Source: an optimization exercise on an open RTL-to-GDS flow (aim: small area and a short achievable clock period). Production flows keep margins and buffers that such runs may drop. Only simulation tests tie the RTL to the original design; equivalence was not proved. No activity file was given, so power comes from the tool's default toggle rates.

File: config.mk
export PLATFORM = sky130hd
export DESIGN_NAME = csr_unit
export DESIGN_NICKNAME = csr_unit
export VERILOG_FILES = /design/flow/design.v
export SDC_FILE = /design/flow/constraint.sdc
export NUM_CORES = 4
export LEC_CHECK = 0
export CAP_MARGIN = 20
export CORE_MARGIN = 2
export CORE_UTILIZATION = 55
export CTS_BUF_LIST = sky130_fd_sc_hd__clkbuf_8
export CTS_CLUSTER_DIAMETER = 50
export CTS_CLUSTER_SIZE = 12
export SETUP_SLACK_MARGIN = 1.5
export SLEW_MARGIN = 20
File: constraint.sdc
create_clock -name core_clock -period 6.0 [get_ports {clk}]
set_input_delay 1.2000 -clock core_clock [delete_from_list [all_inputs] [get_ports {clk}]]
set_output_delay 1.2000 -clock core_clock [all_outputs]
set_load 0.01 [all_outputs]
File: design.v
package csr_pkg;
    localparam int XLEN       = 32;
    localparam int CSR_ADDR_W = 12;
    localparam logic [CSR_ADDR_W-1:0] csr_addr_mstatus   = 12'h300;
    localparam logic [CSR_ADDR_W-1:0] csr_addr_misa      = 12'h301;
    localparam logic [CSR_ADDR_W-1:0] csr_addr_mie       = 12'h304;
    localparam logic [CSR_ADDR_W-1:0] csr_addr_mtvec     = 12'h305;
    localparam logic [CSR_ADDR_W-1:0] csr_addr_mscratch  = 12'h340;
    localparam logic [CSR_ADDR_W-1:0] csr_addr_mepc      = 12'h341;
    localparam logic [CSR_ADDR_W-1:0] csr_addr_mcause    = 12'h342;
    localparam logic [CSR_ADDR_W-1:0] csr_addr_mtval     = 12'h343;
    localparam logic [CSR_ADDR_W-1:0] csr_addr_mip       = 12'h344;
    localparam logic [CSR_ADDR_W-1:0] csr_addr_mcycle    = 12'hb00;
    localparam logic [CSR_ADDR_W-1:0] csr_addr_minstret  = 12'hb02;
    localparam logic [CSR_ADDR_W-1:0] csr_addr_mcycleh   = 12'hb80;
    localparam logic [CSR_ADDR_W-1:0] csr_addr_minstreth = 12'hb82;
    localparam logic [CSR_ADDR_W-1:0] csr_addr_cycle     = 12'hc00;
    localparam logic [CSR_ADDR_W-1:0] csr_addr_time      = 12'hc01;
    localparam logic [CSR_ADDR_W-1:0] csr_addr_instret   = 12'hc02;
    localparam logic [CSR_ADDR_W-1:0] csr_addr_cycleh    = 12'hc80;
    localparam logic [CSR_ADDR_W-1:0] csr_addr_timeh     = 12'hc81;
    localparam logic [CSR_ADDR_W-1:0] csr_addr_instreth  = 12'hc82;
    localparam logic [CSR_ADDR_W-1:0] csr_addr_mhartid   = 12'hf14;
    localparam logic [CSR_ADDR_W-1:0] csr_addr_mtimecmp  = 12'h7c0;
    localparam logic [CSR_ADDR_W-1:0] csr_addr_mtimecmph = 12'h7c1;
    typedef enum logic [2:0] {
        csr_op_rw  = 3'b001,
        csr_op_rs  = 3'b010,
        csr_op_rc  = 3'b011,
        csr_op_rwi = 3'b101,
        csr_op_rsi = 3'b110,
        csr_op_rci = 3'b111
    } csr_op_e;
    localparam logic [XLEN-1:0] cause_msi = 32'd3;
    localparam logic [XLEN-1:0] cause_mti = 32'd7;
    localparam logic [XLEN-1:0] cause_mei = 32'd11;
    localparam logic [XLEN-1:0] misa_value = 32'h4000_0100;  
    typedef struct packed {
        logic [XLEN-9:0] zero_hi;
        logic            mpie;
        logic [2:0]      zero_mid;
        logic            mie;
        logic [2:0]      zero_lo;
    } mstatus_t;
    localparam int msi_bit = 3;
    localparam int mti_bit = 7;
    localparam int mei_bit = 11;
    localparam logic [XLEN-1:0] irq_mask = (32'd1 << msi_bit) | (32'd1 << mti_bit)
                                         | (32'd1 << mei_bit);
endpackage
module csr_unit #(
    parameter logic [csr_pkg::XLEN-1:0] MSCRATCH_RESET = 32'hb000_0000,
    parameter logic [csr_pkg::XLEN-1:0] HART_ID        = 32'd1,
    parameter logic [63:0]              MTIMECMP_RESET = 64'h0000_0000_8000_0000,
    parameter logic                     MEIE_RESET     = 1'b1
) (
    input  logic                          clk,
    input  logic                          rst_n,
    input  logic                          instruction_vld,
    input  logic [csr_pkg::XLEN-1:0]      instruction_pld,
    input  logic [4:0]                    inst_rd_idx,
    input  logic                          inst_rd_en,
    input  logic [csr_pkg::XLEN-1:0]      rs1_val,
    input  logic [63:0]                   instret,
    input  logic                          trap_vld,
    input  logic [csr_pkg::XLEN-1:0]      trap_pc,
    input  logic [csr_pkg::XLEN-1:0]      trap_cause,
    input  logic [csr_pkg::XLEN-1:0]      trap_tval,
    input  logic                          mret_en,
    input  logic                          intr_meip,
    input  logic                          intr_msip,
    input  logic                          intr_rdy,
    output logic [4:0]                    reg_index,
    output logic                          reg_wr_en,
    output logic [csr_pkg::XLEN-1:0]      reg_val,
    output logic                          intr_vld,
    output logic [csr_pkg::XLEN-1:0]      intr_op,
    output logic [csr_pkg::XLEN-1:0]      mtvec_val,
    output logic [csr_pkg::XLEN-1:0]      mepc_val
);
    logic [11:0] addr;
    logic [2:0]  funct3;
    logic [31:0] src;
    logic        wren;
    logic        op_rw;
    logic        op_rc;
    logic [31:0] rdata;
    logic [31:0] wdata;
    assign addr   = instruction_pld[31:20];
    assign funct3 = instruction_pld[14:12];
    assign src    = funct3[2] ? {27'd0, instruction_pld[19:15]} : rs1_val;
    assign wren   = instruction_vld & (funct3[1:0] != 2'b00);
    assign op_rw  = funct3[1:0] == 2'b01;
    assign op_rc  = funct3[1:0] == 2'b11;
    assign wdata  = op_rw ? src : op_rc ? (rdata & ~src) : (rdata | src);
    assign reg_index = inst_rd_idx;
    assign reg_wr_en = instruction_vld & inst_rd_en;
    logic a_mstatus, a_misa, a_mie, a_mtvec, a_mscratch, a_mepc, a_mcause,
          a_mtval, a_mip, a_mhartid, a_cyc_lo, a_cyc_hi, a_ins_lo, a_ins_hi,
          a_cmp_lo, a_cmp_hi, a_mcycle, a_mcycleh;
    assign a_mstatus  = addr == 12'h300;
    assign a_misa     = addr == 12'h301;
    assign a_mie      = addr == 12'h304;
    assign a_mtvec    = addr == 12'h305;
    assign a_mscratch = addr == 12'h340;
    assign a_mepc     = addr == 12'h341;
    assign a_mcause   = addr == 12'h342;
    assign a_mtval    = addr == 12'h343;
    assign a_mip      = addr == 12'h344;
    assign a_mhartid  = addr == 12'hf14;
    assign a_mcycle   = addr == 12'hb00;
    assign a_mcycleh  = addr == 12'hb80;
    assign a_cyc_lo   = a_mcycle  | (addr == 12'hc00) | (addr == 12'hc01);
    assign a_cyc_hi   = a_mcycleh | (addr == 12'hc80) | (addr == 12'hc81);
    assign a_ins_lo   = (addr == 12'hb02) | (addr == 12'hc02);
    assign a_ins_hi   = (addr == 12'hb82) | (addr == 12'hc82);
    assign a_cmp_lo   = addr == 12'h7c0;
    assign a_cmp_hi   = addr == 12'h7c1;
    logic [63:0] cycle;
    logic [63:0] cycle_inc;
    logic [63:0] mtimecmp;
    logic        st_mie, st_mpie;
    logic [2:0]  mie_q;      
    logic [2:0]  mip_q;      
    logic [31:2] mtvec_hi;
    logic        mtvec_b0;   
    logic [31:0] mscratch_q, mepc_q, mcause_q, mtval_q;
    logic        timer_pend;
    logic [8:0] blk_c;
    assign blk_c[0] = 1'b1;
    for (genvar j = 0; j < 8; j++) begin : g_inc
        logic [8:0] c;
        assign c[0] = blk_c[j];
        for (genvar i = 0; i < 8; i++) begin : g_bit
            assign cycle_inc[8*j+i] = cycle[8*j+i] ^ c[i];
            assign c[i+1]           = cycle[8*j+i] & c[i];
        end
        assign blk_c[j+1] = blk_c[j] & (&cycle[8*j+7:8*j]);
    end
    always_ff @(posedge clk or negedge rst_n) begin
        if (!rst_n) begin
            cycle <= '0;
        end else begin
            cycle[31:0]  <= (wren & a_mcycle)  ? wdata  : cycle_inc[31:0];
            cycle[63:32] <= (wren & a_mcycleh) ? wdata : cycle_inc[63:32];
        end
    end
    always_ff @(posedge clk or negedge rst_n) begin
        if (!rst_n) begin
            mtimecmp <= MTIMECMP_RESET;
        end else begin
            if (wren & a_cmp_lo) mtimecmp[31:0]  <= wdata;
            if (wren & a_cmp_hi) mtimecmp[63:32] <= wdata;
        end
    end
    logic [64:0] gt;
    assign gt[0] = 1'b0;
    for (genvar i = 0; i < 64; i++) begin : g_cmp
        assign gt[i+1] = (cycle[i] & ~mtimecmp[i]) | ((cycle[i] | ~mtimecmp[i]) & gt[i]);
    end
    assign timer_pend = gt[64];
    always_ff @(posedge clk or negedge rst_n) begin
        if (!rst_n) begin
            st_mie  <= 1'b0;
            st_mpie <= 1'b0;
        end else if (trap_vld) begin
            st_mpie <= st_mie;
            st_mie  <= 1'b0;
        end else if (mret_en) begin
            st_mie  <= st_mpie;
            st_mpie <= 1'b1;
        end else if (wren & a_mstatus) begin
            st_mie  <= wdata[3];
            st_mpie <= wdata[7];
        end
    end
    always_ff @(posedge clk or negedge rst_n) begin
        if (!rst_n) begin
            mie_q <= {MEIE_RESET, 2'b00};
        end else if (wren & a_mie) begin
            mie_q <= {wdata[11], wdata[7], wdata[3]};
        end
    end
    always_ff @(posedge clk or negedge rst_n) begin
        if (!rst_n) begin
            mtvec_hi <= '0;
            mtvec_b0 <= 1'b0;
        end else if (wren & a_mtvec) begin
            mtvec_hi <= wdata[31:2];
            if (!wdata[1]) mtvec_b0 <= wdata[0];
        end
    end
    always_ff @(posedge clk or negedge rst_n) begin
        if (!rst_n) begin
            mscratch_q <= MSCRATCH_RESET;
        end else if (wren & a_mscratch) begin
            mscratch_q <= wdata;
        end
    end
    always_ff @(posedge clk or negedge rst_n) begin
        if (!rst_n) begin
            mepc_q   <= '0;
            mcause_q <= '0;
            mtval_q  <= '0;
        end else if (trap_vld) begin
            mepc_q   <= trap_pc;
            mcause_q <= trap_cause;
            mtval_q  <= trap_cause[31] ? '0 : trap_tval;
        end else begin
            if (wren & a_mepc)   mepc_q   <= wdata;
            if (wren & a_mcause) mcause_q <= wdata;
            if (wren & a_mtval)  mtval_q  <= wdata;
        end
    end
    logic [2:0] pend;
    logic       src_any;
    assign src_any = intr_meip | intr_msip | timer_pend;
    assign pend    = mie_q & mip_q;
    assign intr_vld = st_mie & (|pend);
    always_ff @(posedge clk or negedge rst_n) begin
        if (!rst_n) begin
            mip_q <= '0;
        end else if (intr_vld & intr_rdy) begin
            mip_q <= '0;
        end else if (src_any) begin
            mip_q <= {intr_meip, timer_pend & ~intr_msip & ~intr_meip, intr_msip & ~intr_meip};
        end else if (wren & a_mip) begin
            mip_q <= {wdata[11], wdata[7], wdata[3]};
        end
    end
    always_comb begin
        intr_op = '0;
        if (intr_vld) begin
            if (pend[2])      intr_op = csr_pkg::cause_mei;
            else if (pend[0]) intr_op = csr_pkg::cause_msi;
            else              intr_op = csr_pkg::cause_mti;
        end
    end
    logic [31:0] mstatus_rd, mie_rd, mip_rd, mtvec_rd;
    assign mstatus_rd = {24'd0, st_mpie, 3'd0, st_mie, 3'd0};
    assign mie_rd     = {20'd0, mie_q[2], 3'd0, mie_q[1], 3'd0, mie_q[0], 3'd0};
    assign mip_rd     = {20'd0, mip_q[2], 3'd0, mip_q[1], 3'd0, mip_q[0], 3'd0};
    assign mtvec_rd   = {mtvec_hi, 1'b0, mtvec_b0};
    assign rdata = ({32{a_mstatus}}  & mstatus_rd)
                   | ({32{a_misa}}     & csr_pkg::misa_value)
                   | ({32{a_mie}}      & mie_rd)
                   | ({32{a_mtvec}}    & mtvec_rd)
                   | ({32{a_mscratch}} & mscratch_q)
                   | ({32{a_mepc}}     & mepc_q)
                   | ({32{a_mcause}}   & mcause_q)
                   | ({32{a_mtval}}    & mtval_q)
                   | ({32{a_mip}}      & mip_rd)
                   | ({32{a_mhartid}}  & HART_ID)
                   | ({32{a_cyc_lo}}   & cycle[31:0])
                   | ({32{a_cyc_hi}}   & cycle[63:32])
                   | ({32{a_ins_lo}}   & instret[31:0])
                   | ({32{a_ins_hi}}   & instret[63:32])
                   | ({32{a_cmp_lo}}   & mtimecmp[31:0])
                   | ({32{a_cmp_hi}}   & mtimecmp[63:32]);
    assign reg_val   = rdata;
    assign mtvec_val = mtvec_rd;
    assign mepc_val  = mepc_q;
endmodule
File: flow/run.sh
#!/bin/bash
set -euo pipefail
bash standard.sh BUFFER_PORTS_ARGS="-buffer_cell sky130_fd_sc_hd__buf_1" finish > standard_make.log 2>&1
File: standard.sh
#!/bin/bash
# synth_recipe.tcl (not shown) runs the flow's synth.tcl, then flattens the netlist and writes it again
# the make line also repeats each setting of config.mk as NAME=value (left out here)
make -C /OpenROAD-flow-scripts/flow DESIGN_CONFIG=/design/flow/config.mk WORK_HOME=/design/flow/orfs CLKGATE_MAP_FILE= SYNTH_SCRIPT=/design/flow/synth_recipe.tcl "${@:-finish}"
==> results.toml, run 1 <==
[clock_tree]
ctsLongestPathBuffers = 3
cts_tree = "built"
clkSinkCount = 295
hold_buffers = 0
htreeDepth = 2
ctsRootBufferMaster = "clkbuf_8"
clk_pin_slew_ns = 0.07
cts_buffers = 37
clk_latency_ns = 0.57

[global_routing]
antenna_found_initial = 0
overflow = 0
grt_pass1_wl_um = 89500
grt_use_total = 0.369
grt_pass1_vias = 15500
grt_max_degree = 124

[finish]
layout.nets = 2505
fin_cells = 2634
final_area_um2 = 19500
n_antenna_cell = 0
area_growth_pct = 15.3
fin_util = 0.639
drive_gt1_frac = 0.0889

[sta]
fin_crit_sh = 0.748
final.setup_skew_ns = 0.0262
final-setup-viol-count = 0
period_minus_slack_ns = 4.49
setup_tns_ns = 0
rsz0062_at_grt = "yes"
slew_violations = 0
relSlewSlack = 0.346
fmax_mhz = 223
worst_pin_slew_ns = 0.981
finalHoldViolCount = 0

[setup_path]
worstPathRequired_ns = 4.80
slowest_delay_ns = 0.57
critPathMaxFanout = 5
r2r_slack_ns = 1.73
path_cells = "buf_1 -> or3_2 -> nor4_4 -> buf_6 -> buf_6 -> buf_4 -> a22o_1 -> a221oi_1 -> nand4_1 -> buf_1"
arrival_ns = 3.29
timing.critical_path.buf_inv = 5
critPathKind = "in2out"
endpoint_kind = "output pin"
slowest_stage = "or3_2"
cp_top_family = "simple AND/OR/NAND/NOR gates"
critPathLaunchType = "primary input"

[power]
leakagePower_nw = 8.52
clkPwrFrac = 0.394
ir_worst_vdd_uv = 155
power_w = 0.00431
p_int_w = 0.00310
power_switching_w = 0.00121
switching_share = 0.280
p_per_area_nw_per_um2 = 221
comb_power_share = 0.107
p_seq_frac = 0.499

[drt]
drt_iter0_drc = 1701
first_pass_iters = 8
drc = 0
routedWlPerCell_um = 22.6
wl_um = 59600
vias = 16300
ant_nets = 0
avgViaCountPerCell = 6.18

[floorplan]
die_h_um = 179
initial_core_util = 0.554
core_um2 = 30400
fp.dieW_um = 179
die_area_um2 = 32100
io_pins = 373
fp-row-count = 64

[synth]
yosysWarnings = 1
synthArstFlopShare = 1.00
ys_seq_elements = 295
netlist_instances = 1926
synth_area_per_cell_um2 = 8.76
synth_edf_count = 0
syn-cell-area_um2 = 16900
synth_ff_type = "dfrtp_1"
yosysUniqueCellTypes = 90
yosysSeqAreaShare = 0.438

[placed_design]
place_congestion = 0.897
placed_area_um2 = 18300
place_inst = 2554
port-buffer-count = 321
dpl.hpwl_um = 40400

[status]
run_status = "complete, no violations"

[run]
drv_cap = 0

[worst_hold_path]
min_path_type = "reg2reg"
[worst register-to-register path: stages, from the launching register on]
cell and delay (ns):
dfrtp_1 0.47, nand4_1 0.26, nor4_4 0.46, nand2_1 0.17
or3_1 0.47, or3_1 0.47, nor3_2 0.32, and2_1 0.22
ha_1 0.16, ha_1 0.15, ha_1 0.15, ha_1 0.15
ha_1 0.17, ha_1 0.16, ha_1 0.15, xor2_1 0.14
nand2_1 0.06, o21ai_0 0.07
[synthesized netlist by cell type, drive strengths merged (3+ instances only)]
cell     instances  area (um^2)
a2111oi          7          124
a211oi           5         37.5
a21boi           3         22.5
a21oi          107          539
a221o            4         40.0
a221oi          24          216
a222oi          50          500
a22o            41          359
a22oi           47          353
a31oi            6         37.5
a32oi            4         35.0
and2             9         57.6
and3             6         40.0
and4             3         27.5
buf             75          502
clkbuf          83          312
dfrtp          290         7260
dfstp            5          131
ha              55          688
inv             67          251
maj3             4         42.5
mux2i            6         60.1
nand2          364         1370
nand2b          39          244
nand3           26          130
nand3b           7         52.6
nand4           28          175
nand4bb          3         33.8
nor2            87          334
nor2b           33          216
nor3            14         75.1
nor4            12          169
nor4b            3         38.8
o2111ai          3         32.5
o211ai           4         35.0
o21ai          310         1560
o221ai           6         52.6
o22ai            6         37.5
or2b             7         56.3
or3              4         25.0
xnor2           11         96.3
xor2            29          254
[layer usage]
metal,track usage,vias up,share of wire
li1,-,7446,-
met5,0,-,0
met1,0.500,7787,0.41
met4,0.157,0,0.044
met2,0.592,896,0.45
met3,0.0560,160,0.095
[metrics by stage]
step | hold slack, ns | worst slack (ns)
after CTS | 0.486 | 1.47
after global routing | 0.507 | 1.47
final | 0.484 | 1.51
after floorplan | 0.449 | 1.90
after global placement | 0.461 | 0.898
after detailed placement | 0.469 | 0.783
[cell type report]
| class | instances | area (um^2) |
|---|---|---|
| fill | 2725 | 11000 |
| multi-input combinational | 1434 | 8690 |
| sequential | 295 | 7390 |
| timing repair buffer | 376 | 1790 |
| clock buffer | 42 | 578 |
| tap | 396 | 495 |
| clock inverter | 23 | 263 |
| inverter | 68 | 256 |
[sequential cells by signal, summed over array words and instances, names as in the netlist]
register	count
cycle	64
mcause_q	32
mepc_q	32
mie_q	3
mip_q	3
mscratch_q	32
mtimecmp	64
mtval_q	32
mtvec_b0	1
mtvec_hi	30
st_mie	1
st_mpie	1
[final timing paths]
check | startpoint | endpoint | depth (start not counted)
max | instruction_pld[24] | reg_val[17] | 10
min | mscratch_q[26]$_DFFE_PN0P_ | mscratch_q[26]$_DFFE_PN0P_ | 2
max reg2reg | cycle[7]$_DFF_PN0_ | cycle[63]$_DFF_PN0_ | 17
max in group asynchronous | rst_n | mepc_q[19]$_DFFE_PN0P_ | 2
min in group asynchronous | rst_n | mscratch_q[1]$_DFFE_PN0P_ | 1
min reg2reg | mscratch_q[26]$_DFFE_PN0P_ | mscratch_q[26]$_DFFE_PN0P_ | 2
[cell families (layout without fill, tap and decap cells)]
family,count (synthesis),in the layout,share of synthesized area
AOI/OAI and AO/OA,644,644,0.245
xor gates and xnor gates,40,40,0.0208
adders and majority gates,59,59,0.0433
buffers and inverters,226,509,0.0634
DFF,295,295,0.438
muxes,6,6,0.00356
other,1,29,0.000222
and+or+nand+nor,655,656,0.186
[power groups by stage]
stage	Clock, W	Sequential (W)	Combinational, W
3_3_place_gp	0	0.00218	0.000441
3_5_place_dp	0	0.00218	0.000451
5_1_grt	0.00180	0.00216	0.000516
4_1_cts	0.00171	0.00215	0.000456
2_1_floorplan	0	0.00217	0.000258
6_report	0.00170	0.00215	0.000463
[what timing repair did]
action,CTS,global route
gates cloned,0,2
resized for setup,31,23
pin swaps,5,4
endpoints found under the hold margin,0,0
endpoints found under the setup margin,37,30
setup buffers,9,3
[cell usage in the layout, fill, tap and decap left out, drive strengths merged, types with 12 or more instances in the layout]
cell / count
a21oi: 107
a221oi: 24
a222oi: 50
a22o: 41
a22oi: 47
buf: 366
clkbuf: 52
conb: 29
dfrtp: 290
ha: 55
inv: 71
nand2: 364
nand2b: 39
nand3: 26
nand4: 28
nor2: 87
nor2b: 33
nor3: 14
nor4: 12
o21ai: 310
xor2: 29
==> run 2: changes to the inputs <==
--- a/config.mk
+++ b/config.mk
@@ -7,9 +7,10 @@
 export LEC_CHECK = 0
 export CAP_MARGIN = 20
 export CORE_MARGIN = 2
-export CORE_UTILIZATION = 55
-export CTS_BUF_LIST = sky130_fd_sc_hd__clkbuf_8
-export CTS_CLUSTER_DIAMETER = 50
-export CTS_CLUSTER_SIZE = 12
+export CORE_UTILIZATION = 65
+export CTS_BUF_LIST = sky130_fd_sc_hd__clkbuf_4
+export CTS_CLUSTER_DIAMETER = 40
+export CTS_CLUSTER_SIZE = 8
+export PLACE_DENSITY = 0.75
 export SETUP_SLACK_MARGIN = 1.5
 export SLEW_MARGIN = 20
==> run 2 against run 1 <==
  * Still clean on timing, DRC and antenna
  * Flip-flop and latch count unchanged
  * Via count is 2.9% higher
  * Synthesized cell count unchanged
  * Clock skew up 0.026 ns
==> results.toml, run 2 <==
[global_routing]
overflow = 0
grt_pass1_vias = 15700
grt_max_degree = 126
grt_pass1_wl_um = 87600
antenna_found_initial = 1
grt_use_total = 0.422

[floorplan]
io_pins = 373
die_area_um2 = 27300
initial_core_util = 0.666
die_h_um = 165
fp-row-count = 58
core_um2 = 25300
fp.dieW_um = 165

[finish]
final_common_cell = "nand2_1"
mostFrequentLayoutCells = "nand2_1 (359), buf_1 (300), dfrtp_1 (290)"
nFillCells = 1949
fin_cells = 2567
fin_util = 0.760
layout.nets = 2511
largestRegisters = "cycle: 64 flops, mtimecmp: 64 flops"
drive_gt1_frac = 0.0917
area_growth_pct = 14.2

[sta]
worst_pin_slew_ns = 0.977
rsz0062_at_grt = "yes"
final.setup_skew_ns = 0.0518
slew_violations = 0
relSlewSlack = 0.345
setup_ws_ns = 1.46
setup_tns_ns = 0
fmax_mhz = 220
period_minus_slack_ns = 4.54
final-setup-viol-count = 0
fin_crit_sh = 0.757
finalHoldViolCount = 0

[synth]
synth_ff_type = "dfrtp_1"
synthTopCellsByCount = "nand2_1 (364), dfrtp_1 (290), o21ai_0 (155)"
netlist_instances = 1926
synthSimpleGateAreaFrac = 0.186
synth_area_per_cell_um2 = 8.76
synth_mux_area_frac = 0.00356
synth_top_family_by_area = "compound AO/OA/AOI/OAI gates"
ys_seq_elements = 295
synthArstFlopShare = 1.00
yosysWarnings = 1
syn-cell-area_um2 = 16900
synth_edf_count = 0
synth_top_cells_by_area = "dfrtp_1 (43%), nand2_1 (8.1%), o21ai_0 (4.6%)"
yosysMostFrequentCell = "nand2_1"
synth-adder-area-share = 0.0433
yosysTopAreaCell = "dfrtp_1"
synth_top_area_frac = 0.430
yosysUniqueCellTypes = 90
synth_compound_area_frac = 0.245
yosysSeqAreaShare = 0.438
synth-xor-area-share = 0.0208

[power]
p_per_area_nw_per_um2 = 202
ir_worst_vdd_uv = 151
power_w = 0.00389
leakagePower_nw = 8.49

[setup_path]
worstPathRequired_ns = 4.80
endpoint_kind = "output pin"
slowest_delay_ns = 0.60
r2r-end = "cycle[63]$_DFF_PN0_"
r2r_cells = 18
critPathMaxFanout = 12
path_cells = "buf_1 -> nand3b_1 -> buf_4 -> or3_4 -> nor2_4 -> buf_12 -> buf_16 -> a222oi_1 -> nand4b_1 -> buf_1"
critPathLaunchType = "primary input"
slowest_stage = "a222oi_1"
r2r_start = "cycle[0]$_DFF_PN0_"
cp_common_cell = "buf_1"
arrival_ns = 3.34
critPathKind = "in2out"
r2r_slack_ns = 1.71

[placed_design]
port-buffer-count = 321
place_inst = 2479
dpl.hpwl_um = 38300
dpl_worst_slack_ns = 1.17
place_congestion = 0.936

[drt]
drt_iter0_drc = 2432
ant_nets = 0
avgViaCountPerCell = 6.53
first_pass_iters = 9
vias = 16800
drc = 0
wl_um = 59000
routedWlPerCell_um = 23.0

[clock_tree]
cts_tree = "built"
clk_pin_slew_ns = 0.09
cts_buffers = 47
ctsLongestPathBuffers = 3
clk_latency_ns = 0.71
hold_buffers = 0
htreeDepth = 2
clkSinkCount = 295
ctsRootBufferMaster = "clkbuf_4"

[worst_hold_path]
min_from = "mscratch_q[29]$_DFFE_PN1P_"
whs_endpoint = "mscratch_q[29]$_DFFE_PN1P_"
hold_depth = 2
min_path_type = "reg2reg"

[run]
drv_cap = 0

[status]
run_status = "complete, no violations"
run 2: cell types whose count changed in the layout (fill, tap and decap cells not counted), moves of 4 or more:
cell      delta
inv_1        -4
buf_4       -12
clkinv_1     +6
buf_12       +6
clkbuf_4    +52
clkinv_4     -4
clkbuf_2     +5
clkbuf_8    -41
buf_1        -9
run 2: what timing repair did:
action / in CTS / in global routing
setup endpoints to repair: 32 / 37
gates resized for setup: 25 / 55
pin swaps: 3 / 11
gates cloned: 2 / 4
buffers inserted: 3 / 11
run 2: final cells by class:
class / count / area [um^2] / share of cell area
Inverter: 68 / 256 / 0.0133
Sequential cell: 295 / 7390 / 0.384
Tap cell: 330 / 413 / 0.0214
Antenna cell: 2 / 5.00 / 0.000260
Timing Repair Buffer: 373 / 1970 / 0.102
Clock inverter: 14 / 141 / 0.00734
Multi-Input combinational cell: 1433 / 8700 / 0.452
Clock buffer: 52 / 390 / 0.0203
run 2: cells by family after synthesis:
| group | count (synthesis) |
|---|---|
| adder cells (fa/ha/maj) | 59 |
| other | 1 |
| XOR/XNOR | 40 |
| buffers and inverters | 226 |
| AND/OR/NAND/NOR | 655 |
| multiplexers | 6 |
| AO/OA/AOI/OAI | 644 |
| flip-flops | 295 |
run 2: how the worst max path moves through the flow:
stage                         from  cells after the start  slack, ns     endpoint
3_5_place_dp   instruction_pld[26]                      9       1.17   reg_val[1]
6_report       instruction_pld[30]                     10       1.46  reg_val[11]
2_1_floorplan  instruction_pld[31]                      8       1.90  reg_val[14]
3_3_place_gp   instruction_pld[28]                      9       1.21   reg_val[1]
5_1_grt        instruction_pld[30]                     10       1.37  reg_val[11]
4_1_cts        instruction_pld[28]                      9       1.44   reg_val[1]
run 2: metal layers:
layer  GRT usage  up-vias  part of all wire
met1       0.560     7854              0.37
met4       0.184        0             0.049
li1            -     7458                 -
met2       0.662     1220              0.45
met3       0.102      233              0.13
met5           0        -                 0
run 2: stage by stage:
stage	hold WS [ns]	cell area [um^2]
2_1_floorplan	0.449	17000
3_3_place_gp	0.462	18100
3_5_place_dp	0.471	18100
4_1_cts	0.490	18900
5_1_grt	0.511	19300
6_report	0.490	19300
run 2: power by group:
part           total, W  internal, W  switching, W
combinational  0.000467     0.000159      0.000308
clock           0.00128     0.000541      0.000737
sequential      0.00215      0.00207     0.0000778
run 2: critical path: cells and delay by family:
family	cells	cell delay (ns)
AND/OR/NAND/NOR	4	0.66
buffers and inverters	5	0.89
AO/OA/AOI/OAI	1	0.60
==> run 3: changes to the inputs <==
==> flow/run.sh (replaced) <==
#!/bin/bash
# The standard flow's layout, with two changes: abc maps with flow/abc_custom.script,
# and the port buffers are plain buf_1 cells.
set -euo pipefail
export CUSTOM_ABC_SCRIPT="$PWD/flow/abc_custom.script"
bash standard.sh SYNTH_SCRIPT="$PWD/flow/synth_custom.tcl" \
  BUFFER_PORTS_ARGS="-buffer_cell sky130_fd_sc_hd__buf_1" finish > standard_make.log 2>&1
==> flow/abc_custom.script (new file) <==
&get -n
&st
&dch
&nf
&st
&syn2
&if -g -K 6
&synch2
&nf
&st
&syn2
&if -g -K 6
&synch2
&nf
&put
strash
dch
map
topo
buffer -c
stime -c
upsize -c
dnsize -c
==> flow/synth_custom.tcl (new file) <==
proc synth {args} { yosys synth -nofsm -noshare {*}$args }
proc abc {args} {
  set i [lsearch -exact $args -script]
  if {$i >= 0} { lset args [expr {$i + 1}] $::env(CUSTOM_ABC_SCRIPT) }
  yosys abc {*}$args
}
source $::env(SCRIPTS_DIR)/synth.tcl
# left out here: clear keep_hierarchy, flatten, clean up, hide names made inside functions, write 1_2_yosys.v
==> config.mk (replaced) <==
export PLATFORM = sky130hd
export DESIGN_NAME = csr_unit
export DESIGN_NICKNAME = csr_unit
export VERILOG_FILES = /design/flow/design.v
export SDC_FILE = /design/flow/constraint.sdc
export NUM_CORES = 4
export LEC_CHECK = 0
export CAP_MARGIN = 20
export CORE_MARGIN = 2
export CORE_UTILIZATION = 55
export CTS_BUF_LIST = sky130_fd_sc_hd__clkbuf_8
export CTS_CLUSTER_DIAMETER = 50
export CTS_CLUSTER_SIZE = 12
export SETUP_SLACK_MARGIN = 1.5
export SLEW_MARGIN = 20
==> run 3 against run 2 <==
  * Still clean
  * Via count up 5.3%
  * Critical path depth is the same
  * Worst setup slack better by 0.10 ns
  * Critical path type unchanged
  * Largest cell class unchanged
==> results.toml, run 3 <==
[status]
run_status = "complete, no violations"

[synth]
synth-xor-area-share = 0.00725
synthArstFlopShare = 1.00
synthSimpleGateAreaFrac = 0.186
netlist_instances = 2109
synth_top_family_by_area = "compound AO/OA/AOI/OAI gates"
synth-adder-area-share = 0.0407
synth_ff_type = "dfrtp_1"
syn-cell-area_um2 = 16900
yosysMostFrequentCell = "nand2_1"
ys_seq_elements = 295
synth_mux_area_frac = 0.00178
synthTopCellsByCount = "nand2_1 (440), o21ai_0 (307), dfrtp_1 (290)"
synth_top_cells_by_area = "dfrtp_1 (43%), nand2_1 (9.8%), o21ai_0 (9.1%)"
synth_edf_count = 0
synth_area_per_cell_um2 = 8.02
yosysUniqueCellTypes = 61
synth_compound_area_frac = 0.246
yosysWarnings = 1
synth_top_area_frac = 0.429
yosysSeqAreaShare = 0.437
yosysTopAreaCell = "dfrtp_1"

[sta]
fin_crit_sh = 0.739
slew_violations = 0
finalHoldViolCount = 0
setup_tns_ns = 0
final-setup-viol-count = 0
period_minus_slack_ns = 4.44
fmax_mhz = 225
relSlewSlack = 0.305
rsz0062_at_grt = "yes"
worst_pin_slew_ns = 1.04
final.setup_skew_ns = 0.0307

[drt]
first_pass_iters = 5
routedWlPerCell_um = 23.7
wl_met1_um = 26200
ant_nets = 0
wl_um = 66800
drc = 0
dr_wl_met2_um = 29300
drt_iter0_drc = 1898
highest_layer = "met4"
vias = 17700
avgViaCountPerCell = 6.25
met3_length_um = 7160

[global_routing]
grt_max_degree = 91
overflow = 0
grt_use_total = 0.413
grt_pass1_wl_um = 98500
grt_pass1_vias = 16600
antenna_found_initial = 1

[setup_path]
critPathKind = "in2out"
cp_common_cell = "buf_1"
endpoint_kind = "output pin"
r2r_cells = 18
path_cells = "buf_1 -> nor2_1 -> nand2_1 -> nor2_2 -> nand3_1 -> buf_6 -> o22ai_1 -> a211oi_1 -> nand4_1 -> buf_1"
r2r_slack_ns = 1.79
critPathMaxFanout = 24
timing.critical_path.buf_inv = 3
critPathLaunchType = "primary input"
cp_top_family = "simple AND/OR/NAND/NOR gates"
slowest_delay_ns = 0.40
slowest_stage = "o22ai_1"
worstPathRequired_ns = 4.80
r2r_start = "cycle[1]$_DFF_PN0_"
r2r-end = "cycle[62]$_DFF_PN0_"
arrival_ns = 3.24

[power]
p_per_area_nw_per_um2 = 223
leakagePower_nw = 8.45
ir_worst_vdd_uv = 176

[clock_tree]
cts_buffers = 38
clk_pin_slew_ns = 0.07
hold_buffers = 0
cts_tree = "built"
ctsLongestPathBuffers = 3
clk_latency_ns = 0.59
ctsRootBufferMaster = "clkbuf_8"
htreeDepth = 2
clkSinkCount = 295

[finish]
largestRegisters = "cycle: 64 flops, mtimecmp: 64 flops"
drive_gt1_frac = 0.0729
layout.nets = 2695
nFillCells = 2798
area_growth_pct = 14.8
mostFrequentLayoutCells = "nand2_1 (436), buf_1 (317), o21ai_0 (307)"
final_common_cell = "nand2_1"
fin_util = 0.638

[placed_design]
dpl.hpwl_um = 46500
port-buffer-count = 321
place_congestion = 0.958

[floorplan]
core_um2 = 30400
initial_core_util = 0.556
fp-row-count = 64
io_pins = 373
die_area_um2 = 32200
die_h_um = 179
fp.dieW_um = 179

[worst_hold_path]
min_path_type = "reg2reg"
min_from = "mtimecmp[61]$_DFFE_PN0P_"
hold_depth = 2
whs_endpoint = "mtimecmp[61]$_DFFE_PN0P_"

[run]
drv_cap = 0
run 3: cell types whose count changed in the layout (fill, tap and decap cells not counted), sizes merged, moves of 37 or more:
cell / delta
inv: +105
nand2: +80
a221oi: +55
nor2: +52
a222oi: -50
o21ai: +38
o22ai: +37
run 3: repair_timing:
action                                  in CTS  in global routing
endpoints found under the setup margin      24                 34
buffers inserted                            11                  1
pin swaps                                    2                  2
gates cloned                                 0                  0
gates resized for setup                      7                 14
run 3: area by class of cell:
type	instances	area [um^2]	share of cell area
inverter	167	643	0.0331
tap	396	495	0.0255
timing repair buffer	373	1710	0.0879
sequential	295	7390	0.380
multi-input combinational	1527	8360	0.430
clock inverter	25	267	0.0137
antenna	1	2.50	0.000129
clock buffer	41	564	0.0291
run 3: logic make-up (layout without fill, tap and decap cells):
| logic type | after synthesis | in the layout |
|---|---|---|
| DFF | 295 | 295 |
| and+or+nand+nor | 733 | 733 |
| adders and majority gates | 55 | 55 |
| muxes | 3 | 3 |
| buffers and inverters | 315 | 606 |
| other | 1 | 30 |
| AOI/OAI and AO/OA | 693 | 693 |
| xor gates and xnor gates | 14 | 14 |
run 3: metal layers:
metal,track usage,up-vias
li1,-,7913
met1,0.542,8361
met2,0.642,1127
met3,0.0804,255
met4,0.236,0
met5,0,-
run 3: worst max-delay path by stage:
stage                              from     endpoint  depth (start not counted)
finish              instruction_pld[21]   reg_val[3]                         10
global route        instruction_pld[21]   reg_val[3]                         10
CTS                 instruction_pld[31]  reg_val[26]                         11
detailed placement  instruction_pld[31]  reg_val[26]                         11
global placement    instruction_pld[31]  reg_val[26]                         10
floorplan           instruction_pld[20]  reg_val[16]                          9
run 3: per-stage QoR:
step | hold slack (ns) | cell area, um^2 | setup WS (ns) | std cells | power (W)
after floorplan | 0.453 | 17000 | 2.19 | 2137 | 0.00243
after global placement | 0.465 | 18300 | 0.863 | 2744 | 0.00264
after detailed placement | 0.472 | 18400 | 1.24 | 2746 | 0.00265
after CTS | 0.492 | 19400 | 1.50 | 2823 | 0.00433
after global routing | 0.509 | 19400 | 1.48 | 2824 | 0.00448
final | 0.489 | 19400 | 1.56 | 2825 | 0.00433
run 3: power breakdown:
part | leakage, nW | internal, W | total, W | switching (W)
clock | 0.446 | 0.000862 | 0.00170 | 0.000842
combinational | 4.12 | 0.000146 | 0.000478 | 0.000331
sequential | 3.89 | 0.00207 | 0.00215 | 0.0000768
total | 8.45 | 0.00308 | 0.00433 | 0.00125
run 3: worst reg2reg max path, cell delays in order (launching register included):
cell     delay [ns]
dfrtp_1        0.38
ha_1           0.19
nand4_1        0.15
nor4_1         0.33
nor3b_2        0.41
nand2_1        0.20
nor3_2         0.26
inv_1          0.11
nor4_2         0.31
nor3b_1        0.36
ha_1           0.24
ha_1           0.15
ha_1           0.14
ha_1           0.17
ha_1           0.17
ha_1           0.15
ha_1           0.22
nand2_1        0.07
o21ai_1        0.07
==> run 4: changes to the inputs <==
--- a/flow/abc_custom.script
+++ b/flow/abc_custom.script
@@ -19,5 +19,3 @@
 topo
 buffer -c
 stime -c
-upsize -c
-dnsize -c
==> run 4 against run 3 <==
  * Clock power barely moved
  * Hold slack improved by 0.00071 ns
  * Worst setup slack got worse by 0.054 ns
  * Critical path type unchanged
==> results.toml, run 4 <==
[status]
run_status = "complete, no violations"

[setup_path]
critPathLaunchType = "primary input"
endpoint_kind = "output pin"
cp-startpoint = "instruction_pld[31]"
arrival_ns = 3.29
r2r_start = "cycle[1]$_DFF_PN0_"
path_cells = "buf_1 -> nor4b_4 -> buf_4 -> nand3_1 -> buf_8 -> clkinvlp_4 -> a22o_2 -> a221oi_1 -> nand3_1 -> buf_1"
critPathKind = "in2out"
critPathMaxFanout = 15
worstPathRequired_ns = 4.80
slowest_stage = "a221oi_1"
slowest_delay_ns = 0.32

[floorplan]
core_um2 = 32300
fp.dieW_um = 184
io_pins = 373
die_h_um = 184
fp-row-count = 66
die_area_um2 = 34000
initial_core_util = 0.555

[sta]
relSlewSlack = 0.355
worst_pin_slew_ns = 0.967
final.setup_skew_ns = 0.0237
slew_violations = 0
fmax_mhz = 223
fin_crit_sh = 0.748
finalHoldViolCount = 0
period_minus_slack_ns = 4.49
rsz0062_at_grt = "yes"
setup_tns_ns = 0
final-setup-viol-count = 0

[power]
leakagePower_nw = 8.42
ir_worst_vdd_uv = 155
p_per_area_nw_per_um2 = 221

[global_routing]
grt_pass1_wl_um = 99900
grt_max_degree = 125
antenna_found_initial = 1
overflow = 0
grt_pass1_vias = 16600
grt_use_total = 0.393

[drt]
first_pass_iters = 6
routedWlPerCell_um = 23.3
ant_nets = 0
drc = 0
drt_iter0_drc = 1724
avgViaCountPerCell = 6.11
vias = 17500
wl_um = 67000

[synth]
ys_seq_elements = 295
synth_edf_count = 0
yosysWarnings = 1
yosysUniqueCellTypes = 56
netlist_instances = 2109
yosysMostFrequentCell = "nand2_1"
yosysSeqAreaShare = 0.413
syn-cell-area_um2 = 17900
yosysTopAreaCell = "dfrtp_1"
synthArstFlopShare = 1.00
synth_ff_type = "dfrtp_1"
synth_top_area_frac = 0.405
synth_top_cells_by_area = "dfrtp_1 (41%), o21ai_0 (9.6%), nand2_1 (9.2%)"
synth_area_per_cell_um2 = 8.49
synthTopCellsByCount = "nand2_1 (441), o21ai_0 (344), dfrtp_1 (290)"

[finish]
n_antenna_cell = 0
fin_util = 0.603
multi_input_area_um2 = 8340
largestRegisters = "cycle: 64 flops, mtimecmp: 64 flops"
mostFrequentLayoutCells = "nand2_1 (440), o21ai_0 (344), buf_1 (317)"
nFillCells = 3091
fin_cells = 2871
final_common_cell = "nand2_1"
area_growth_pct = 8.72
final-seq-area_um2 = 7390
layout.nets = 2695
drive_gt1_frac = 0.0782

[worst_hold_path]
min_from = "mtimecmp[45]$_DFFE_PN0P_"
min_path_type = "reg2reg"

[run]
drv_cap = 0

[clock_tree]
clkSinkCount = 295
ctsLongestPathBuffers = 3
ctsRootBufferMaster = "clkbuf_8"
clk_pin_slew_ns = 0.07
htreeDepth = 2
cts_tree = "built"
clk_latency_ns = 0.57
cts_buffers = 38

[placed_design]
port-buffer-count = 321
dpl.hpwl_um = 46200
place_congestion = 0.964
place_inst = 2794
run 4: cell families (layout without fill, tap and decap cells):
group	Yosys count	after routing	share of synthesized area
multiplexers	3	3	0.00168
AO/OA/AOI/OAI	693	693	0.231
AND/OR/NAND/NOR	733	733	0.173
other	1	29	0.000209
XOR/XNOR	14	14	0.00685
buffers and inverters	315	607	0.136
adder cells (fa/ha/maj)	55	55	0.0384
flip-flops	295	295	0.413
run 4: path summary, 6_finish.rpt:
| path | endpoint | slack [ns] | depth (start not counted) |
|---|---|---|---|
| worst max-delay path | reg_val[1] | 1.51 | 10 |
| worst min-delay path | mtimecmp[45]$_DFFE_PN0P_ | 0.49 | 2 |
| worst max register to register | cycle[62]$_DFF_PN0_ | 1.91 | 18 |
| worst min register to register | mtimecmp[45]$_DFFE_PN0P_ | 0.49 | 2 |
| max in group asynchronous | mcause_q[12]$_DFFE_PN0P_ | 4.01 | 2 |
| min in group asynchronous | mepc_q[25]$_DFFE_PN0P_ | 0.73 | 1 |
run 4: layout make-up:
type                       count  area share
tap                          442      0.0284
multi-input combinational   1527       0.428
sequential                   295       0.379
timing repair buffer         373      0.0877
clock buffer                  42      0.0297
clock inverter                25      0.0129
inverter                     167      0.0337
run 4: power by group:
part / leakage, nW / switching, W / total (W) / internal, W
Clock: 0.427 / 0.000844 / 0.00168 / 0.000835
Sequential: 3.89 / 0.0000760 / 0.00215 / 0.00207
Combinational: 4.11 / 0.000327 / 0.000471 / 0.000144
Total: 8.42 / 0.00125 / 0.00430 / 0.00305
run 4: repair_timing:
item | CTS | global route
hold buffers | 0 | 0
buffers inserted | 9 | 1
pin swaps | 1 | 1
resized for setup | 12 | 19
endpoints found under the setup margin | 36 | 23
run 4: worst max-delay path: cells and delay by family:
kind | cells | cell delay, ns
simple gates | 3 | 0.44
compound gates | 2 | 0.60
buf+inv | 5 | 1.02
run 4: metrics by stage:
stage	instance area (um^2)	hold slack, ns	power, W	setup WS, ns
final	19500	0.490	0.00430	1.51
after global placement	18400	0.465	0.00263	0.823
after floorplan	18000	0.452	0.00245	1.59
after global routing	19500	0.505	0.00445	1.45
after detailed placement	18400	0.473	0.00264	0.782
after CTS	19400	0.491	0.00431	1.49
run 4: metal layers:
metal  wire length [um]  up-vias  track usage
met2              30100     1083        0.635
met1              27100     8339        0.521
met5                 13        -            0
met3               6490      198       0.0648
met4               3300        2        0.176
li1                   -     7919            -
==> run 5: changes to the inputs <==
--- a/flow/abc_custom.script
+++ b/flow/abc_custom.script
@@ -17,5 +17,4 @@
 dch
 map
 topo
-buffer -c
 stime -c
==> run 5 against run 4 <==
  * Still clean on timing, DRC and antenna
  * Final cell count shrank 1.7%
  * Synthesized cell count fell by 5.3%
  * Flip-flop and latch count did not move
  * Clock power shrank 12%
  * Combinational power about the same
  * Worst setup slack lost 0.10 ns
  * Via count increased by 1.3%
  * Largest power group unchanged
==> results.toml, run 5 <==
[synth]
synthArstFlopShare = 1.00
synth_top_area_frac = 0.444
synth_top_cells_by_area = "dfrtp_1 (44%), o21ai_0 (11%), nand2_1 (10%)"
yosysWarnings = 1
yosysTopAreaCell = "dfrtp_1"
yosysMostFrequentCell = "nand2_1"
netlist_instances = 1998
synth_ff_type = "dfrtp_1"
yosysUniqueCellTypes = 43
ys_seq_elements = 295
synthTopCellsByCount = "nand2_1 (444), o21ai_0 (348), dfrtp_1 (290)"
syn-cell-area_um2 = 16300
synth_area_per_cell_um2 = 8.18
yosysSeqAreaShare = 0.452
synth_edf_count = 0

[finish]
mostFrequentLayoutCells = "nand2_1 (438), o21ai_0 (347), buf_1 (316)"
final_area_um2 = 19300
fin_cells = 2821
layout.nets = 2698
final_common_cell = "nand2_1"
drive_gt1_frac = 0.0811
area_growth_pct = 18.4
largestRegisters = "cycle: 64 flops, mtimecmp: 64 flops"

[sta]
slew_violations = 0
finalHoldViolCount = 0
rsz0062_at_grt = "yes"
period_minus_slack_ns = 4.59
fmax_mhz = 218
fin_crit_sh = 0.765
final-setup-viol-count = 0
worst_pin_slew_ns = 1.10
whs_ns = 0.490
relSlewSlack = 0.261
final.setup_skew_ns = 0.0270
setup_tns_ns = 0

[power]
p_int_w = 0.00288
comb_power_share = 0.114
ir_worst_vdd_uv = 221
p_per_area_nw_per_um2 = 212
switching_share = 0.298
power_switching_w = 0.00122
leakagePower_nw = 8.13
p_seq_frac = 0.525
clkPwrFrac = 0.361

[floorplan]
die_area_um2 = 31100
io_pins = 373
fp-row-count = 63
fp.dieW_um = 176
initial_core_util = 0.554
core_um2 = 29500
die_h_um = 176

[global_routing]
grt_max_degree = 173
grt_pass1_vias = 16500
grt_pass1_wl_um = 97300
grt_use_total = 0.415
antenna_found_initial = 1
overflow = 0

[placed_design]
place_inst = 2744
port-buffer-count = 321
place_congestion = 1.00
dpl.hpwl_um = 44800
placed_area_um2 = 18400

[worst_hold_path]
whs_endpoint = "mscratch_q[19]$_DFFE_PN0P_"
min_path_type = "reg2reg"
hold_depth = 2
min_from = "mscratch_q[19]$_DFFE_PN0P_"

[clock_tree]
ctsRootBufferMaster = "clkbuf_8"
hold_buffers = 0
clk_pin_slew_ns = 0.07
clk_latency_ns = 0.57
clkSinkCount = 295
ctsLongestPathBuffers = 3
cts_tree = "built"
cts_buffers = 37
htreeDepth = 2

[drt]
first_pass_iters = 7
ant_nets = 0
drc = 0
wl_um = 64600
drt_iter0_drc = 1916
routedWlPerCell_um = 22.9
vias = 17800
avgViaCountPerCell = 6.30

[setup_path]
arrival_ns = 3.39
critPathKind = "in2out"
critPathLaunchType = "primary input"
worstPathRequired_ns = 4.80
r2r_slack_ns = 1.73
critPathMaxFanout = 22
r2r_start = "cycle[1]$_DFF_PN0_"
r2r_cells = 19
endpoint_kind = "output pin"
r2r-end = "cycle[63]$_DFF_PN0_"

[run]
drv_cap = 0

[status]
run_status = "complete, no violations"
-- run 5: layout make-up --
cell class	instances	area [um^2]
Fill cell	2697	10100
Multi-Input combinational cell	1527	8390
Sequential cell	295	7390
Timing Repair Buffer	377	1730
Inverter	167	639
Clock buffer	42	578
Tap cell	390	488
Clock inverter	22	129
Antenna cell	1	2.50
-- run 5: cells by family (layout without fill, tap and decap cells) --
family | after synthesis | count (layout) | share of synthesized area
AOI/OAI and AO/OA | 693 | 693 | 0.253
and+or+nand+nor | 733 | 733 | 0.188
buffers and inverters | 204 | 608 | 0.0554
xor gates and xnor gates | 14 | 14 | 0.00751
other | 1 | 30 | 0.000230
adders and majority gates | 55 | 55 | 0.0421
DFF | 295 | 295 | 0.452
muxes | 3 | 3 | 0.00184
-- run 5: worst max-delay path by stage --
| stage | from | end | slack [ns] | depth (start not counted) |
|---|---|---|---|---|
| after floorplan | instruction_pld[26] | reg_val[12] | 1.53 | 9 |
| after global placement | instruction_pld[31] | reg_val[30] | 1.02 | 9 |
| after detailed placement | instruction_pld[22] | reg_val[0] | 1.03 | 10 |
| after CTS | instruction_pld[22] | reg_val[26] | 1.46 | 10 |
| after global routing | instruction_pld[29] | reg_val[8] | 1.41 | 11 |
| final | instruction_pld[22] | reg_val[26] | 1.41 | 10 |
-- run 5: worst max-delay path: stages --
cell,delay (ns)
buf_1,0.21
clkinv_1,0.12
nand2_2,0.17
nor2_2,0.10
nand3_1,0.17
buf_6,0.35
nor2_1,0.17
a221oi_2,0.43
nand3_1,0.28
buf_1,0.19
-- run 5: power groups by stage --
stage                     clock network, W  registers [W]  logic (W)
after floorplan                          0        0.00217   0.000232
after global placement                   0        0.00218   0.000441
after detailed placement                 0        0.00218   0.000453
after CTS                          0.00148        0.00215   0.000459
after global routing               0.00156        0.00216   0.000524
final                              0.00148        0.00215   0.000468
-- run 5: timing repair --
action / CTS / global route
cloned: 0 / 0
pin swaps: 2 / 3
gates resized for setup: 24 / 27
endpoints found under the setup margin: 38 / 35
buffers inserted: 2 / 10
-- run 5: stage by stage --
step	total power, W	util	setup WS, ns
6_report	0.00410	0.656	1.41
5_1_grt	0.00424	0.656	1.41
4_1_cts	0.00409	0.650	1.46
3_5_place_dp	0.00264	0.623	1.03
3_3_place_gp	0.00262	0.623	1.02
2_1_floorplan	0.00241	-	1.53
-- run 5: layer usage --
metal / up-vias / share of wire / global-route usage
li1: 7950 / - / -
met1: 8521 / 0.40 / 0.580
met2: 1113 / 0.44 / 0.626
met3: 177 / 0.11 / 0.0896
met4: 0 / 0.040 / 0.177
met5: - / 0 / 0
==> run 6: changes to the inputs <==
--- a/flow/abc_custom.script
+++ b/flow/abc_custom.script
@@ -17,4 +17,7 @@
 dch
 map
 topo
+buffer -c
 stime -c
+upsize -c
+dnsize -c
--- a/config.mk
+++ b/config.mk
@@ -11,5 +11,5 @@
 export CTS_BUF_LIST = sky130_fd_sc_hd__clkbuf_8
 export CTS_CLUSTER_DIAMETER = 50
 export CTS_CLUSTER_SIZE = 12
-export SETUP_SLACK_MARGIN = 1.5
+export SETUP_SLACK_MARGIN = 2.0
 export SLEW_MARGIN = 20
==> run 6 against run 5 <==
  * Critical path type unchanged
  * Clock-buffer cell count shrank 1
  * Wire length increased by 12%
  * Flip-flop and latch count unchanged
  * Sequential share of layout area down 3.7 points
  * Global-route usage increased by 2.0 points
  * Core utilization up 4.7 points
  * Design area is 11% higher
  * Highest routed layer unchanged
  * Synthesized cell count up 5.6%
  * Worst setup slack better by 0.27 ns
  * First-iteration DRC count grew 14%
  * Sequential power barely moved
  * Non-clock buffer count is 80 higher
==> results.toml, run 6 <==
[worst_hold_path]
min_path_type = "reg2reg"
min_from = "mtimecmp[60]$_DFFE_PN0P_"
whs_endpoint = "mtimecmp[60]$_DFFE_PN0P_"
hold_depth = 2

[power]
leakagePower_nw = 9.40
p_per_area_nw_per_um2 = 206
p_seq_frac = 0.490
switching_share = 0.296
power_switching_w = 0.00130
p_int_w = 0.00310
clkPwrFrac = 0.392
comb_power_share = 0.118
ir_worst_vdd_uv = 176

[setup_path]
r2r-end = "cycle[62]$_DFF_PN0_"
critPathLaunchType = "primary input"
critPathKind = "in2out"
r2r_start = "cycle[1]$_DFF_PN0_"
arrival_ns = 3.12
endpoint_kind = "output pin"
r2r_cells = 18
slowest_stage = "a32o_2"
r2r_slack_ns = 2.02
critPathMaxFanout = 5
slowest_delay_ns = 0.40
worstPathRequired_ns = 4.80
cp_common_cell = "buf_6"
path_cells = "buf_6 -> nand3b_1 -> inv_2 -> buf_6 -> nand3_4 -> clkinvlp_4 -> a32o_2 -> a221oi_2 -> nand3_1 -> buf_2"

[finish]
fin_util = 0.703
final_area_um2 = 21400
mostFrequentLayoutCells = "nand2_1 (423), o21ai_0 (292), dfrtp_1 (290)"
n_antenna_cell = 0
nFillCells = 2488
area_growth_pct = 26.5
largestRegisters = "cycle: 64 flops, mtimecmp: 64 flops"
multi_input_area_um2 = 9230
final_common_cell = "nand2_1"
drive_gt1_frac = 0.168
final-seq-area_um2 = 7390
layout.nets = 2780

[floorplan]
fp-row-count = 64
initial_core_util = 0.556
die_h_um = 179
core_um2 = 30400
io_pins = 373
die_area_um2 = 32200
fp.dieW_um = 179

[synth]
synthTopCellsByCount = "nand2_1 (440), o21ai_0 (307), dfrtp_1 (290)"
synthArstFlopShare = 1.00
synth_ff_type = "dfrtp_1"
synth_area_per_cell_um2 = 8.02
syn-cell-area_um2 = 16900
synth_top_cells_by_area = "dfrtp_1 (43%), nand2_1 (9.8%), o21ai_0 (9.1%)"
yosysSeqAreaShare = 0.437
yosysUniqueCellTypes = 61
yosysTopAreaCell = "dfrtp_1"
netlist_instances = 2109
synth_top_area_frac = 0.429
yosysMostFrequentCell = "nand2_1"
ys_seq_elements = 295
yosysWarnings = 1
synth_edf_count = 0

[drt]
wl_um = 72300
drc = 0
wl_met1_um = 26700
ant_nets = 0
met3_length_um = 8790
highest_layer = "met4"
dr_wl_met2_um = 31600
drt_iter0_drc = 2177
vias = 18700
first_pass_iters = 9
avgViaCountPerCell = 6.41
routedWlPerCell_um = 24.9

[sta]
final-setup-viol-count = 0
slew_violations = 0
relSlewSlack = 0.269
final.setup_skew_ns = 0.0269
period_minus_slack_ns = 4.32
setup_ws_ns = 1.68
rsz0062_at_grt = "yes"
fmax_mhz = 232
worst_pin_slew_ns = 1.10
fin_crit_sh = 0.720
setup_tns_ns = 0
finalHoldViolCount = 0

[placed_design]
dpl.hpwl_um = 46500
placed_area_um2 = 18400
dpl_worst_slack_ns = 1.24
place_congestion = 0.958
port-buffer-count = 321

[clock_tree]
cts_tree = "built"
htreeDepth = 2
clk_pin_slew_ns = 0.09
clk_latency_ns = 0.60
ctsLongestPathBuffers = 3
hold_buffers = 0
ctsRootBufferMaster = "clkbuf_8"
clkSinkCount = 295
cts_buffers = 38

[global_routing]
grt_pass1_vias = 17200
antenna_found_initial = 0
grt_use_total = 0.435
overflow = 0
grt_pass1_wl_um = 103000
grt_max_degree = 91

[status]
run_status = "complete, no violations"

[run]
drv_cap = 0
==> run 6: cell count changes after synthesis, sizes merged <==
cell | before | now
clkinv | 167 | 1
inv | 0 | 166
clkbuf | 0 | 77
buf | 37 | 71
nand2b | 0 | 9
or2b | 9 | 0
==> run 6: cells by family (layout without fill, tap and decap cells) <==
| logic type | count (synthesis) | in the layout | synth area share |
|---|---|---|---|
| compound gates | 693 | 693 | 0.246 |
| xor+xnor | 14 | 14 | 0.00725 |
| fa+ha+maj | 55 | 55 | 0.0407 |
| buf+inv | 315 | 690 | 0.0817 |
| flops | 295 | 295 | 0.437 |
| mux | 3 | 3 | 0.00178 |
| other cells | 1 | 29 | 0.000222 |
| simple gates | 733 | 734 | 0.186 |
==> run 6: layout make-up <==
cell class	instances	share of cell area
repair buffers	457	0.131
well taps	396	0.0231
multi-input cells	1528	0.431
clock buffers	41	0.0264
inverters	167	0.0307
flip-flops and latches	295	0.345
clock inverters	25	0.0125
==> run 6: routing by layer <==
metal / up-vias / GRT usage
met3: 365 / 0.106
met1: 8785 / 0.555
met2: 1400 / 0.671
met4: 0 / 0.262
li1: 8100 / -
met5: - / 0
==> run 6: worst max path at each step <==
stage          cells past startpoint           startpoint          end
3_3_place_gp                      10  instruction_pld[31]  reg_val[26]
3_5_place_dp                      11  instruction_pld[31]  reg_val[26]
6_report                          10  instruction_pld[29]  reg_val[20]
2_1_floorplan                      9  instruction_pld[20]  reg_val[16]
4_1_cts                           11  instruction_pld[30]  reg_val[16]
5_1_grt                           12  instruction_pld[30]   reg_val[0]
==> run 6: power groups by stage <==
stage	clock network, W	logic, W	registers, W
final	0.00172	0.000520	0.00216
after global routing	0.00180	0.000569	0.00217
after CTS	0.00171	0.000486	0.00215
after detailed placement	0	0.000466	0.00219
after global placement	0	0.000455	0.00218
after floorplan	0	0.000259	0.00217
==> run 6: worst max-delay path: cells and delay by family <==
kind                   cells  cell delay, ns
buffers and inverters      5            0.77
and+or+nand+nor            3            0.51
AOI/OAI and AO/OA          2            0.62
==> run 6: stage by stage <==
step	cells	hold slack [ns]	total power, W
4_1_cts	2873	0.492	0.00435
6_report	2909	0.492	0.00440
2_1_floorplan	2137	0.453	0.00243
3_3_place_gp	2744	0.465	0.00264
3_5_place_dp	2746	0.472	0.00265
5_1_grt	2909	0.508	0.00453
==> run 6: what timing repair did <==
item	in CTS	in global routing
resized for setup	210	104
endpoints found under the setup margin	42	37
pin swaps	32	37
gates cloned	6	1
buffers inserted	55	35
==> run 7: changes to the inputs <==
--- a/flow/abc_custom.script
+++ b/flow/abc_custom.script
@@ -1,6 +1,21 @@
 &get -n
 &st
 &dch
+&nf
+&st
+&syn2
+&if -g -K 6
+&synch2
+&nf
+&st
+&syn2
+&if -g -K 6
+&synch2
+&nf
+&st
+&syn2
+&if -g -K 6
+&synch2
 &nf
 &st
 &syn2
--- a/config.mk
+++ b/config.mk
@@ -11,5 +11,5 @@
 export CTS_BUF_LIST = sky130_fd_sc_hd__clkbuf_8
 export CTS_CLUSTER_DIAMETER = 50
 export CTS_CLUSTER_SIZE = 12
-export SETUP_SLACK_MARGIN = 2.0
+export SETUP_SLACK_MARGIN = 1.7
 export SLEW_MARGIN = 20
==> run 7 against run 6 <==
  * Die area increased by 3.9%
  * Wire length shrank 0.74%
  * Hold slack hardly changed
  * Fmax fell by 1.2%
  * Highest routed layer is now met5
  * Sequential share of layout area is 1.0 points higher
  * Register-to-register slack worse by 0.20 ns
  * Non-clock buffer count decreased by 51
  * Design area shrank 2.9%
  * Combinational power up 2%
  * First-iteration DRC count rose by 0.83%
  * Clock power up 3%
==> results.toml, run 7 <==
[finish]
final_common_cell = "nand2_1"
mostFrequentLayoutCells = "nand2_1 (435), buf_1 (307), dfrtp_1 (290)"
drive_gt1_frac = 0.117
layout.nets = 2805
n_antenna_cell = 0
largestRegisters = "cycle: 64 flops, mtimecmp: 64 flops"
fin_util = 0.659
area_growth_pct = 18.2

[drt]
routedWlPerCell_um = 24.4
drc = 0
drt_iter0_drc = 2195
avgViaCountPerCell = 6.31
first_pass_iters = 6
vias = 18600
wl_um = 71800
ant_nets = 0

[synth]
ys_seq_elements = 295
synth_area_per_cell_um2 = 8.04
yosysMostFrequentCell = "nand2_1"
yosysTopAreaCell = "dfrtp_1"
synthArstFlopShare = 1.00
synth_ff_type = "dfrtp_1"
synth_top_cells_by_area = "dfrtp_1 (41%), nand2_1 (9.4%), o21ai_0 (6.9%)"
synthTopCellsByCount = "nand2_1 (441), dfrtp_1 (290), o21ai_0 (241)"
yosysWarnings = 1
synth_top_area_frac = 0.413
netlist_instances = 2186
synth_edf_count = 0
yosysUniqueCellTypes = 72
yosysSeqAreaShare = 0.420
syn-cell-area_um2 = 17600

[floorplan]
io_pins = 373
core_um2 = 31600
initial_core_util = 0.557
die_area_um2 = 33400
fp.dieW_um = 183
fp-row-count = 65
die_h_um = 183

[clock_tree]
clkSinkCount = 295
cts_buffers = 38
cts_tree = "built"
clk_latency_ns = 0.56
clk_pin_slew_ns = 0.07
ctsLongestPathBuffers = 3
ctsRootBufferMaster = "clkbuf_8"
htreeDepth = 2

[placed_design]
port-buffer-count = 321
place_congestion = 1.00
dpl.hpwl_um = 49300

[power]
leakagePower_nw = 9.11
p_per_area_nw_per_um2 = 215
ir_worst_vdd_uv = 159
power_w = 0.00446

[global_routing]
grt_pass1_wl_um = 105000
overflow = 0
antenna_found_initial = 1
grt_use_total = 0.420
grt_pass1_vias = 17400
grt_max_degree = 89

[setup_path]
critPathKind = "in2out"
cp_top_family = "simple AND/OR/NAND/NOR gates"
cp-startpoint = "instruction_pld[29]"
slowest_stage = "nor3_4"
cp_common_cell = "buf_1"
crit_cells = 11
worstPathRequired_ns = 4.80
critPathLaunchType = "primary input"
r2r-end = "cycle[63]$_DFF_PN0_"
r2r_cells = 19
path_cells = "buf_1 -> inv_1 -> nor3_4 -> nand3_2 -> nor2_2 -> buf_4 -> nand2_1 -> o21ai_0 -> a221oi_1 -> nand3_1 -> buf_1"
r2r_start = "cycle[0]$_DFF_PN0_"
arrival_ns = 3.17
slowest_delay_ns = 0.33
critPathMaxFanout = 12
r2r_slack_ns = 1.82
timing.critical_path.buf_inv = 4
setup.worst_path.end = "reg_val[17]"
endpoint_kind = "output pin"

[run]
drv_cap = 0

[sta]
final-setup-viol-count = 0
slew_violations = 0
whs_ns = 0.492
worst_pin_slew_ns = 0.940
fin_crit_sh = 0.728
relSlewSlack = 0.373
rsz0062_at_grt = "yes"
fmax_mhz = 229
setup_tns_ns = 0
period_minus_slack_ns = 4.37
finalHoldViolCount = 0
final.setup_skew_ns = 0.0306

[worst_hold_path]
min_path_type = "reg2reg"

[status]
run_status = "complete, no violations"
## run 7: cell count changes after synthesis, moves of 9 or more
cell and change:
o21ai_0 -66, a221oi_1 -29, xor2_1 +26, nand3_1 +22, inv_1 +21, a21oi_1 +17
nand4_1 +16, o2111ai_1 +9
## run 7: cells by family after synthesis
| logic type | share of synthesized area |
|---|---|
| and+or+nand+nor | 0.201 |
| AOI/OAI and AO/OA | 0.236 |
| buffers and inverters | 0.0865 |
| DFF | 0.420 |
| adders and majority gates | 0.0391 |
| xor gates and xnor gates | 0.0169 |
| other | 0.000213 |
| muxes | 0.000569 |
## run 7: worst min-delay path by stage
stage / startpoint / endpoint / slack, ns / cells after the start
6_report: mscratch_q[17]$_DFFE_PN0P_ / mscratch_q[17]$_DFFE_PN0P_ / 0.49 / 2
3_5_place_dp: mtimecmp[37]$_DFFE_PN0P_ / mtimecmp[37]$_DFFE_PN0P_ / 0.47 / 2
3_3_place_gp: mtimecmp[37]$_DFFE_PN0P_ / mtimecmp[37]$_DFFE_PN0P_ / 0.47 / 2
4_1_cts: mtimecmp[37]$_DFFE_PN0P_ / mtimecmp[37]$_DFFE_PN0P_ / 0.49 / 2
5_1_grt: mscratch_q[27]$_DFFE_PN0P_ / mscratch_q[27]$_DFFE_PN0P_ / 0.52 / 2
2_1_floorplan: mie_q[0]$_DFFE_PN0P_ / mie_q[0]$_DFFE_PN0P_ / 0.45 / 2
## run 7: what timing repair did
item | 4_1_cts | 5_1_grt
cloned | 0 | 0
hold buffers | 0 | 0
buffers inserted | 29 | 15
pin swaps | 15 | 12
gates resized for setup | 48 | 52
endpoints found under the setup margin | 37 | 35
endpoints found under the hold margin | 0 | 0
## run 7: area by class of cell
class / instances / area (um^2)
fillers: 2835 / 10800
repair buffers: 406 / 2070
clock inverters: 22 / 290
flip-flops and latches: 295 / 7390
clock buffers: 44 / 606
well taps: 402 / 503
multi-input cells: 1580 / 9190
inverters: 191 / 738
## run 7: tightest hold or removal path, delay by kind of cell (launching register included)
kind / cells / cell delay [ns]
and+or+nand+nor: 1 / 0.05
DFF: 1 / 0.35
AOI/OAI and AO/OA: 1 / 0.06
## run 7: power breakdown
part	leakage, nW	switching (W)	internal, W
registers	3.87	0.0000736	0.00207
logic	4.80	0.000367	0.000162
clock network	0.442	0.000835	0.000948
## run 7: stage by stage
step	setup slack, ns	area [um^2]	instances
2_1_floorplan	2.29	17700	2214
4_1_cts	1.60	20400	2925
3_5_place_dp	1.04	19000	2830
3_3_place_gp	1.15	19000	2830
6_report	1.63	20800	2940
5_1_grt	1.56	20800	2940
## run 7: per-layer routing
metal,track usage,vias to the layer above,routed length [um]
met5,0,-,13
met4,0.169,2,2760
met3,0.0927,186,8640
met2,0.639,1240,31400
met1,0.586,8886,28900
li1,-,8243,-

separate check: timing with driven ports:
No port has a modelled driver above. Below, the same layouts with a new extraction and two added sets of constraints. Step 1 sets driving cells, clkbuf_16 on the clock port and buf_2 on the other inputs (assumed; they add their load-dependent delay and slew). Step 2 moves the port delays by t, midway between the first and last clock arrival at a register: inputs arrive t later, outputs are due t later. That takes back most of the time a late clock gives input paths. a / b / c = no drivers / after step 1 / after step 2; a / b = the first two.
run	t (ns)	setup slack, ns	latest minus earliest clock arrival (ns)	worst register clock-pin slew, ns	worst data-port slew with drivers (ns)
run 1	0.607	1.513 / 1.492 / 1.492	0.028 / 0.027	0.09 / 0.09	0.06
run 2	0.732	1.460 / 1.438 / 1.438	0.052 / 0.052	0.11 / 0.11	0.11
run 3	0.625	1.563 / 1.544 / 1.544	0.033 / 0.033	0.09 / 0.09	0.06
run 4	0.611	1.509 / 1.488 / 1.488	0.030 / 0.031	0.09 / 0.09	0.07
run 5	0.607	1.409 / 1.382 / 1.324	0.027 / 0.027	0.09 / 0.09	0.06
run 6	0.629	1.681 / 1.644 / 1.481	0.031 / 0.031	0.09 / 0.09	0.07
run 7	0.601	1.629 / 1.600 / 1.550	0.031 / 0.031	0.09 / 0.09	0.07
After both steps every run listed still meets setup and hold. For run 6, which loses most, drivers alone change the setup slack by -0.037 ns; drivers and shift together by -0.200 ns.
